Background: an optimization exercise with open tools, aiming at small area and a short achievable clock period. Do not read the settings as production practice. Function was checked by simulation only, so behaviour that the tests miss may differ from the original. Power and IR drop assume default switching activity.

`flow/run.sh`:
```
#!/bin/bash
# synth_recipe.tcl (not shown) runs the flow's synth.tcl, then flattens the netlist and writes it again
# the make line also repeats each setting of config.mk as NAME=value (left out here)
make -C /OpenROAD-flow-scripts/flow DESIGN_CONFIG=/design/flow/config.mk WORK_HOME=/design/flow/orfs CLKGATE_MAP_FILE= SYNTH_SCRIPT=/design/flow/synth_recipe.tcl finish
```
`flow/config.mk`:
```
export PLATFORM = sky130hd
export DESIGN_NAME = multicycle_mem_ctrl
export DESIGN_NICKNAME = multicycle_mem_ctrl
export VERILOG_FILES = /design/flow/design.v
export SDC_FILE = /design/flow/constraint.sdc
export NUM_CORES = 4
export LEC_CHECK = 0
export CAP_MARGIN = 20
export CORE_MARGIN = 2
export CORE_UTILIZATION = 40
export SLEW_MARGIN = 20
```
`flow/constraint.sdc`:
```
create_clock -name core_clock -period 4.0 [get_ports {clk}]
set_input_delay 0.8000 -clock core_clock [delete_from_list [all_inputs] [get_ports {clk}]]
set_output_delay 0.8000 -clock core_clock [all_outputs]
set_load 0.01 [all_outputs]
```
`flow/design.v`:
```
package mem_ctrl_pkg;
   typedef enum logic [1:0] {IDLE, ACCESS, RESP} state_e;
   localparam int CNT_W = 4;
endpackage
module sp_byte_ram #(
  parameter int    DATA_W      = 32,
  parameter int    DEPTH_WORDS = 64,
  parameter        MEM_INIT    = "",
  parameter int    NB          = DATA_W / 8,
  parameter int    AW          = (DEPTH_WORDS > 1) ? $clog2(DEPTH_WORDS) : 1
) (
  input  logic              clk,
  input  logic              reset,
  input  logic              en,
  input  logic              we,
  input  logic [NB-1:0]     be,
  input  logic [AW-1:0]     addr,
  input  logic [DATA_W-1:0] wdata,
  output logic [DATA_W-1:0] rdata
);
  logic [DATA_W-1:0] mem_q [DEPTH_WORDS];
  logic [DATA_W-1:0] rdata_q;
  always_ff @(posedge clk) begin
    if (en && we) begin
      for (int i = 0; i < NB; i++) begin
        if (be[i]) mem_q[addr][i*8 +: 8] <= wdata[i*8 +: 8];
      end
    end
  end
  always_ff @(posedge clk) begin
    if (!reset)         rdata_q <= '0;
    else if (en && !we) rdata_q <= mem_q[addr];
  end
  assign rdata = rdata_q;
endmodule
import mem_ctrl_pkg::*;
module multicycle_mem_ctrl
#(
   parameter int                DATA_W      = 32,
   parameter int                ADDR_W      = 32,
   parameter int                DEPTH_WORDS = 64,
   parameter int                WAIT_STATES = 2,
   parameter                    MEM_INIT    = "",
   parameter logic [ADDR_W-1:0] MMIO_ADDR   = 32'h0000_0100
) (
   input  logic                clk,
   input  logic                reset,
   input  logic                req,
   input  logic                we,
   input  logic [ADDR_W-1:0]   addr,
   input  logic [DATA_W-1:0]   wdata,
   input  logic [DATA_W/8-1:0] be,
   output logic [DATA_W-1:0]   rdata,
   output logic                ready,
   output logic                err,
   output logic [DATA_W-1:0]   WriteData,
   output logic [ADDR_W-1:0]   DataAdr,
   output logic                MemWrite,
   output logic [DATA_W-1:0]   mmio_out
);
   localparam int NB  = DATA_W / 8;
   localparam int BLG = (NB > 1) ? $clog2(NB) : 0;
   localparam int AW  = (DEPTH_WORDS > 1) ? $clog2(DEPTH_WORDS) : 1;
   localparam bit MMIO_EN = 1'b1;
   localparam logic [CNT_W-1:0] CNT_LOAD = CNT_W'((WAIT_STATES > 0) ? WAIT_STATES - 1 : 0);
   mem_ctrl_pkg::state_e state_q;
   logic [CNT_W-1:0]   cnt_q;
   logic               we_q, bad_q, hit_q;
   logic [ADDR_W-1:0]  addr_q;
   logic [DATA_W-1:0]  wdata_q;
   logic [NB-1:0]      be_q;
   logic [AW-1:0]      widx_q;
   logic               ready_q, err_q, mw_q;
   logic [DATA_W-1:0]  wd_out_q;
   logic [ADDR_W-1:0]  adr_out_q;
   logic [63:0]        widx_d;
   logic               hit_d, bad_d, ram_en;
   logic [DATA_W-1:0]  ram_rdata;
   always_comb begin
      widx_d = 64'(addr) >> BLG;
      hit_d  = MMIO_EN && (addr == MMIO_ADDR);
      bad_d  = ((addr & ADDR_W'(NB - 1)) != '0) || ((widx_d >= 64'(DEPTH_WORDS)) && !hit_d);
   end
   assign ram_en = reset && (state_q == RESP) && !bad_q && !hit_q;
   always_ff @(posedge clk) begin
      if (!reset) begin
         state_q   <= IDLE;
         cnt_q     <= '0;
         we_q      <= 1'b0;
         bad_q     <= 1'b0;
         hit_q     <= 1'b0;
         ready_q   <= 1'b0;
         err_q     <= 1'b0;
         mw_q      <= 1'b0;
         wd_out_q  <= '0;
         adr_out_q <= '0;
      end else begin
         ready_q <= 1'b0;
         err_q   <= 1'b0;
         mw_q    <= 1'b0;
         case (state_q)
            IDLE: if (req) begin
               we_q    <= we;
               addr_q  <= addr;
               wdata_q <= wdata;
               be_q    <= be;
               widx_q  <= widx_d[AW-1:0];
               bad_q   <= bad_d;
               hit_q   <= hit_d;
               cnt_q   <= CNT_LOAD;
               state_q <= (WAIT_STATES > 0) ? ACCESS : RESP;
            end
            ACCESS: begin
               if (cnt_q == '0) state_q <= RESP;
               else             cnt_q   <= cnt_q - 1'b1;
            end
            RESP: begin
               ready_q <= 1'b1;
               err_q   <= bad_q;
               if (!bad_q && we_q) begin
                  mw_q      <= 1'b1;
                  adr_out_q <= addr_q;
                  wd_out_q  <= wdata_q;
               end
               state_q <= IDLE;
            end
            default: state_q <= IDLE;
         endcase
      end
   end
   sp_byte_ram #(
      .DATA_W      (DATA_W),
      .DEPTH_WORDS (DEPTH_WORDS),
      .MEM_INIT    (MEM_INIT)
   ) u_ram (
      .clk   (clk),
      .reset (reset),
      .en    (ram_en),
      .we    (we_q),
      .be    (be_q),
      .addr  (widx_q),
      .wdata (wdata_q),
      .rdata (ram_rdata)
   );
   logic [DATA_W-1:0] mmio_q, mmio_rd_q;
   logic              rsel_q;
   always_ff @(posedge clk) begin
      if (!reset) begin
         mmio_q    <= '0;
         mmio_rd_q <= '0;
         rsel_q    <= 1'b0;
      end else if (state_q == RESP && !bad_q) begin
         if (hit_q && we_q) begin
            for (int i = 0; i < NB; i++) begin
               if (be_q[i]) mmio_q[i*8 +: 8] <= wdata_q[i*8 +: 8];
            end
         end
         if (!we_q) begin
            rsel_q <= hit_q;
            if (hit_q) mmio_rd_q <= mmio_q;
         end
      end
   end
   assign rdata    = rsel_q ? mmio_rd_q : ram_rdata;
   assign mmio_out = mmio_q;
   assign ready     = ready_q;
   assign err       = err_q;
   assign MemWrite  = mw_q;
   assign WriteData = wd_out_q;
   assign DataAdr   = adr_out_q;
endmodule
```
==> reports/summary.md <==
The logs give 8305 for the cell count after placement and 0.201 ns for the final hold slack. After routing the design area is 0.104 mm^2. The tree built by TritonCTS fans out to 2289 sinks. In this run the vertical extent of the chip is 474 um.

The largest fanout on the critical path works out to 20. Synthesis produced 5102 cells. Number of enable flip-flop cells after synthesis: 2116. The tools report the final setup skew as 0.0499 ns.

STA classifies the critical path startpoint as a flop. The clock latency of the later-clocked register in the worst-skew pair was 0.89 ns. Of the cells placed in the final design, the portion with a size suffix greater than 1 is 18.7%. The final weighted congestion in routability-driven placement was 0.899; the clock transition time at the flip-flop clock pins of the worst setup and hold paths was 0.06 ns. In this run, CTS created clock tree buffers numbering 228. The number of nets in the synthesized netlist is 5176. After detailed routing, the average wire length per cell comes to 32.8 um. Yosys mapped the design onto 70 distinct sky130hd cell types.

The first detailed-routing pass took 6 iterations. The routed layout has 52400 vias. The top cell types in the final layout, fill and taps aside, are 2116 x edfxtp_1, 457 x buf_4, 395 x mux2i_1, 340 x nor2_1, 339 x nand2_1.

For the pin with the worst max-slew slack, the measured transition is 1.25 ns. The critical-path cell with the highest stage delay was dfxtp_2. The hold-critical path depth was 2; the total global routing overflow was 0. In this run the deepest clock path goes through 3 buffers. The primary flip-flop cell chosen by synthesis mapping was edfxtp_1.

The logs give 50.0 mW for the total power of the final layout and 2 for the total of warnings raised by yosys. The die span in x was 474 um. Count of cells along the worst register-to-register path: 7. Number of port buffers: 202. The tools report the startpoint of the lowest-slack register-to-register path as addr_q[4]$_DFFE_PP_. Final number of setup-violating endpoints: 0.

The critical path in this run is classified as reg -> out. After layout, the minimum clock period comes to 3.71 ns. Headroom to the max-slew limit came out at 16.3%. Flip-flop and latch count after synthesis: 2289. Power density over the cells: 483 mW/mm^2. Static timing analysis puts the maximum clock frequency at 269 MHz. Post-CTS timing repair inserted 0 buffers for setup. The static power due to leakage was 33.8 nW. The flow ran to the end and the layout has no timing, DRC or antenna violations.

The worst register-to-register path ends at u_ram.mem_q[12][7]$_DFFE_PP_. In this run the worst hold path is classified as in -> reg. The tools report the total I/O pin count as 203. The worst path uses 92.9% of the clock period. The detailed router finished its first iteration with 8147 violations.

Summing the sequential cell areas from Yosys gives 75.9% of the chip area. The area added between synthesis and finish was 17.3%. The largest stage delay on the critical path works out to 0.79 ns.

For this run, asynchronously set or reset flops after synthesis account for 0%. In this run, post-CTS repair resized a total of 0 instances. The setup total negative slack was 0 ns.

For the number of global-route vias before repair, the log shows 50400. The most common library cell in the layout ignoring fill and taps is edfxtp_1. Entering global routing, the biggest net connects 102 pins. The number of max-slew violations in the final report is 0, and the placement row count is 172. In the post-route analysis, the smallest setup slack over all paths is 0.285 ns.

The run gives 21 as the number of antenna violations at the first check in global routing. For the worst setup path, the data arrival time is 2.91 ns. The mean area per synthesized cell was 17.3 um^2; the antenna violation net count after detailed routing was 0. Tracing the worst setup path back leads to its startpoint at rsel_q$_SDFFE_PN0P_.

The run gives 8738 as the number of standard cells in the layout, taps in and fillers out. The global routing usage summed across all routing layers was 25.0%; the cell area after technology mapping was 0.0883 mm^2. CTS built an H-tree with a depth of 4. The area enclosed by the die boundary was 0.225 mm^2. In the routed design, unresolved DRC markers number 0. After detailed placement, the total cell area comes to 0.0961 mm^2.

The run gives 183000 um as the total half-perimeter wirelength after legalization and detailed placement. The worst setup slack before clock tree synthesis came out at 0.693 ns. The run gives 0.58 ns as the setup slack on the worst flop-to-flop path. The clock tree root buffer cell was clkbuf_16. Endpoint type of the worst setup path: a primary output. The run gives 0 as the final hold violation count. The first global-routing pass estimated 395000 um of wire. Following the worst setup path forward leads to its endpoint at rdata[30].

Across the VDD grid, the largest voltage drop is 0.000484 V. The count of hold buffers inserted by post-cts repair came out at 0. The signal on the critical path passes through buf_4 > mux2_2 > clkdlybuf4s50_1. The detail-routed via count per cell works out to 6.00. The net count of the finished layout is 5739. The tools report the number of max-cap violations as 0.

Cells fill 47.2% of the core in the end. For this configuration, the core starts out at a cell density of 40.2%. Setup repair after global routing left no endpoint under its margin. Final wirelength: 287000 um. STA puts the critical path data required time at 3.20 ns. TritonCTS built the clock tree.

Core area: 0.220 mm^2.
[critical path: cells and delay by family, from the launching register on]
family | cells | cell delay, ns
mux | 1 | 0.40
flops | 1 | 0.79
buf+inv | 2 | 0.85
[kinds of logic after synthesis]
group | count (synthesis) | share of synthesized area, %
DFF | 2289 | 75.9
buffers and inverters | 355 | 2.15
muxes | 662 | 10.1
AOI/OAI and AO/OA | 915 | 7.63
xor gates and xnor gates | 2 | 0.0198
adders and majority gates | 2 | 0.0283
and+or+nand+nor | 877 | 4.21
[sequential cells by signal, indices dropped and copies added (netlist names)]
register       flops
u_ram.mem_q     2048
addr_q            32
adr_out_q         32
mmio_q            32
mmio_rd_q         32
u_ram.rdata_q     32
wd_out_q          32
wdata_q           32
be_q               4
cnt_q              4
state_q            2
bad_q              1
err_q              1
hit_q              1
mw_q               1
ready_q            1
rsel_q             1
we_q               1
[power breakdown]
part           switching, mW  internal [mW]  leakage (nW)  total (mW)
Clock                   9.27           12.0          3.64        21.3
Combinational           1.69          0.776          9.73        2.47
Sequential            0.0962           26.2          20.4        26.3
Total                   11.1           39.0          33.8        50.0
[Yosys cell counts, types with 6 or more instances]
cell type / number / area [um^2]
edfxtp_1: 2116 / 63500
mux2i_1: 395 / 3950
nor2_1: 345 / 1290
nand2_1: 344 / 1290
a221oi_1: 195 / 1710
a22oi_1: 193 / 1450
dfxtp_1: 173 / 3460
mux4_2: 173 / 3900
clkbuf_1: 154 / 578
a21oi_1: 113 / 566
buf_2: 100 / 500
a21boi_0: 99 / 743
mux2_2: 68 / 766
o22ai_1: 63 / 394
nand3_1: 61 / 305
o21ai_0: 55 / 275
buf_4: 48 / 360
a31oi_1: 46 / 288
nor2b_1: 45 / 282
buf_6: 25 / 282
mux2_1: 25 / 282
o21ai_1: 22 / 110
nor3_1: 21 / 105
buf_1: 17 / 63.8
a221o_1: 16 / 160
a211oi_1: 14 / 105
and3_1: 13 / 81.3
and2_1: 12 / 75.1
o221ai_1: 11 / 96.3
a222oi_1: 10 / 100
a22o_1: 10 / 87.6
a41oi_1: 10 / 87.6
o211a_1: 10 / 100
o22a_1: 8 / 70.1
o2111a_1: 7 / 78.8
a32o_1: 6 / 60.1
nand2b_1: 6 / 37.5
[worst min-delay path by stage]
stage / startpoint / endpoint
after floorplan: mmio_rd_q[0]$_SDFFE_PN0P_ / mmio_rd_q[0]$_SDFFE_PN0P_
after global placement: mmio_rd_q[18]$_SDFFE_PN0P_ / mmio_rd_q[18]$_SDFFE_PN0P_
after detailed placement: adr_out_q[17]$_SDFFE_PN0P_ / adr_out_q[17]$_SDFFE_PN0P_
after CTS: reset / mw_q$_SDFF_PP0_
after global routing: reset / mw_q$_SDFF_PP0_
final: reset / mw_q$_SDFF_PP0_
[routing by layer]
| metal | vias up | wire [um] | GRT usage, % |
|---|---|---|---|
| met4 | 24 | 13500 | 11.0 |
| met5 | - | 172 | 0 |
| met2 | 3191 | 128000 | 37.5 |
| met3 | 579 | 32800 | 6.77 |
| met1 | 27100 | 112000 | 34.2 |
| li1 | 21500 | - | - |
[layout make-up]
class	instances	area [um^2]
clock buffers	286	6050
inverters	5	23.8
fillers	18500	116000
flip-flops and latches	2289	67000
well taps	2871	3590
diodes	8	20.0
multi-input cells	2458	19600
clock inverters	138	1400
repair buffers	683	5930

==> static timing again, ports no longer ideal <==
The results above use ideal ports. As a check the final layout listed here was re-extracted and re-timed, cells and wires unchanged.
Step 1: set_driving_cell puts a clkbuf_16 on clk and a buf_2 on each other input, an assumption about the parent block.
Step 2 adds t to the input delays and takes it off the output delays; t is the mean of the earliest and latest rising clock arrival at the registers after step 1. Input paths then give back, and output paths get back, about the clock's delay inside the block.
a / b / c = ideal ports / drivers / drivers and shift; a / b = the first two.
shift t [ns]: 0.964
slack for setup (ns): 0.285 / 0.193 / 0.580
worst register clock-pin slew, ns: 0.07 / 0.07
After both steps this run still meets setup and hold. For this run, drivers alone change the setup slack by -0.092 ns; drivers and shift together by +0.295 ns.
